This is an optimization exercise on Yosys and OpenROAD, whose aim is small area, not a production implementation.
Only simulation tests tie the RTL to the original design; equivalence was not proved.

Design ecg_qrs_detector, start of the top module:
module ecg_qrs_detector #(
    parameter int DIN_W       = 59,
    parameter int MWI_LEN     = 32,
    parameter int REFRACT_LEN = 50,
    parameter int MAX_ABOVE   = 64
) (
    input  logic                    clk,
    input  logic                    rst,
    input  logic signed [DIN_W-1:0] din,
    input  logic                    din_valid,
    input  logic [31:0]             thresh,
    output logic [31:0]             mwi_out,
    output logic                    mwi_valid,
    output logic                    qrs_valid,
    output logic [31:0]             qrs_peak,
    output logic [31:0]             qrs_idx
);
    logic               ovf;
    logic signed [15:0] x_sat;
    logic signed [15:0] xd [4];      
    logic signed [18:0] acc;
    logic signed [15:0] d_p0;        
    logic               acc_pc, dpc;
    logic               vld_p0;
    assign ovf   = din[DIN_W-1] ? ~&din[DIN_W-2:15] : |din[DIN_W-2:15];
  ...
Settings: LEC_CHECK=0, CAP_MARGIN=20, CORE_MARGIN=2, CORE_UTILIZATION=65, PLACE_DENSITY=0.8, SLEW_MARGIN=20, SYNTH_HIERARCHICAL=1; clock period 10.0 ns.
standard.sh (not shown) runs the stock make flow with config.mk's settings and CLKGATE_MAP_FILE= SYNTH_SCRIPT=/design/flow/synth_recipe.tcl, a recipe that flattens the netlist after the stock synthesis.
==> flow/flow/run.sh <==
#!/bin/bash
# Layout flow: the standard flow (standard synthesis unchanged) with
# buf_1 port buffers and a clock tree of fewer, larger clusters without
# dummy loads. The whole ORFS output goes to standard.log (each step also
# keeps its own log under orfs/logs).
export BUFFER_PORTS_ARGS="-buffer_cell sky130_fd_sc_hd__buf_1"
# skip the floorplan-stage timing repair on wire-load estimates; remove the
# synthesis buffers instead (placement-stage repair re-buffers as needed)
export REMOVE_ABC_BUFFERS=1
export CTS_ARGS="-sink_clustering_enable -repair_clock_nets -dont_use_dummy_load -sink_clustering_size 18 -sink_clustering_max_diameter 60 -buf_list sky130_fd_sc_hd__clkbuf_8"
bash standard.sh > standard.log 2>&1
The starting point went through all stages and came out clean.
Edit:
--- a/flow/flow/run.sh
+++ b/flow/flow/run.sh
@@ -10 +10 @@
-export CTS_ARGS="-sink_clustering_enable -repair_clock_nets -dont_use_dummy_load -sink_clustering_size 18 -sink_clustering_max_diameter 60 -buf_list sky130_fd_sc_hd__clkbuf_8"
+export CTS_ARGS="-sink_clustering_enable -repair_clock_nets -dont_use_dummy_load -sink_clustering_size 18 -sink_clustering_max_diameter 100 -buf_list sky130_fd_sc_hd__clkbuf_8"
The changed run completed without violations.
Synthesized area does not change.
Cell count is about the same.
Die area stays the same.
Edit:
--- a/flow/flow/run.sh
+++ b/flow/flow/run.sh
@@ -10 +10 @@
-export CTS_ARGS="-sink_clustering_enable -repair_clock_nets -dont_use_dummy_load -sink_clustering_size 18 -sink_clustering_max_diameter 100 -buf_list sky130_fd_sc_hd__clkbuf_8"
+export CTS_ARGS="-sink_clustering_enable -repair_clock_nets -dont_use_dummy_load -sink_clustering_size 9 -sink_clustering_max_diameter 40 -buf_list sky130_fd_sc_hd__clkbuf_4"
Effect: Routed wire length rose by 1.5%; worst setup slack gets worse by 0.23 ns; via count rose by about 2%; fmax goes down by about 2.8%; non-clock buffer count is unchanged; global-route usage is higher by 0.50 points.
Edit:
--- a/flow/flow/run.sh
+++ b/flow/flow/run.sh
@@ -10 +10 @@
-export CTS_ARGS="-sink_clustering_enable -repair_clock_nets -dont_use_dummy_load -sink_clustering_size 9 -sink_clustering_max_diameter 40 -buf_list sky130_fd_sc_hd__clkbuf_4"
+export CTS_ARGS="-sink_clustering_enable -repair_clock_nets -dont_use_dummy_load -sink_clustering_size 22 -sink_clustering_max_diameter 50 -buf_list sky130_fd_sc_hd__clkbuf_8"
- CORE_UTILIZATION: 65 -> 75
- PLACE_DENSITY: 0.8 -> 0.88
Outcome:
- The new run passed the timing, DRC and antenna checks
- core utilization rose by 11 points
- count of clock-buffer cells in the layout fell by 53
- register-to-register slack loses 0.35 ns
- wire length rose by 4.1%
- non-clock buffer count fell by 5
- via count rose by 0.81%
- critical path depth fell by 6
- final cell count fell by 4.9%

## afterwards: timing with drivers on the ports
No port has a modelled driver above. Below, the same layouts with a new extraction and two added sets of constraints. Step 1 assumes that a clkbuf_16 drives the clock port and a buf_2 every other input. Step 2 adds t to the input delays and takes it off the output delays; t is the mean of the earliest and latest rising clock arrival at the registers after step 1. Input paths then give back, and output paths get back, about the clock's delay inside the block. Three values: ideal, step 1, step 2; two values: the first two.
run	t (ns)	setup WS [ns]	worst setup path after step 2	latest minus earliest clock arrival (ns)	worst slew at a driven data input, ns
the first run	0.688	1.948 / 1.898 / 2.182	register to register	0.085 / 0.086	0.08
the second run	0.692	2.019 / 1.967 / 2.245	register to register	0.067 / 0.067	0.07
the third run	0.891	1.790 / 1.738 / 2.161	register to register	0.097 / 0.097	0.09
the fourth run	0.714	1.807 / 1.807 / 1.807	register to register	0.071 / 0.072	0.07
After both steps setup and hold are still met in every run listed.
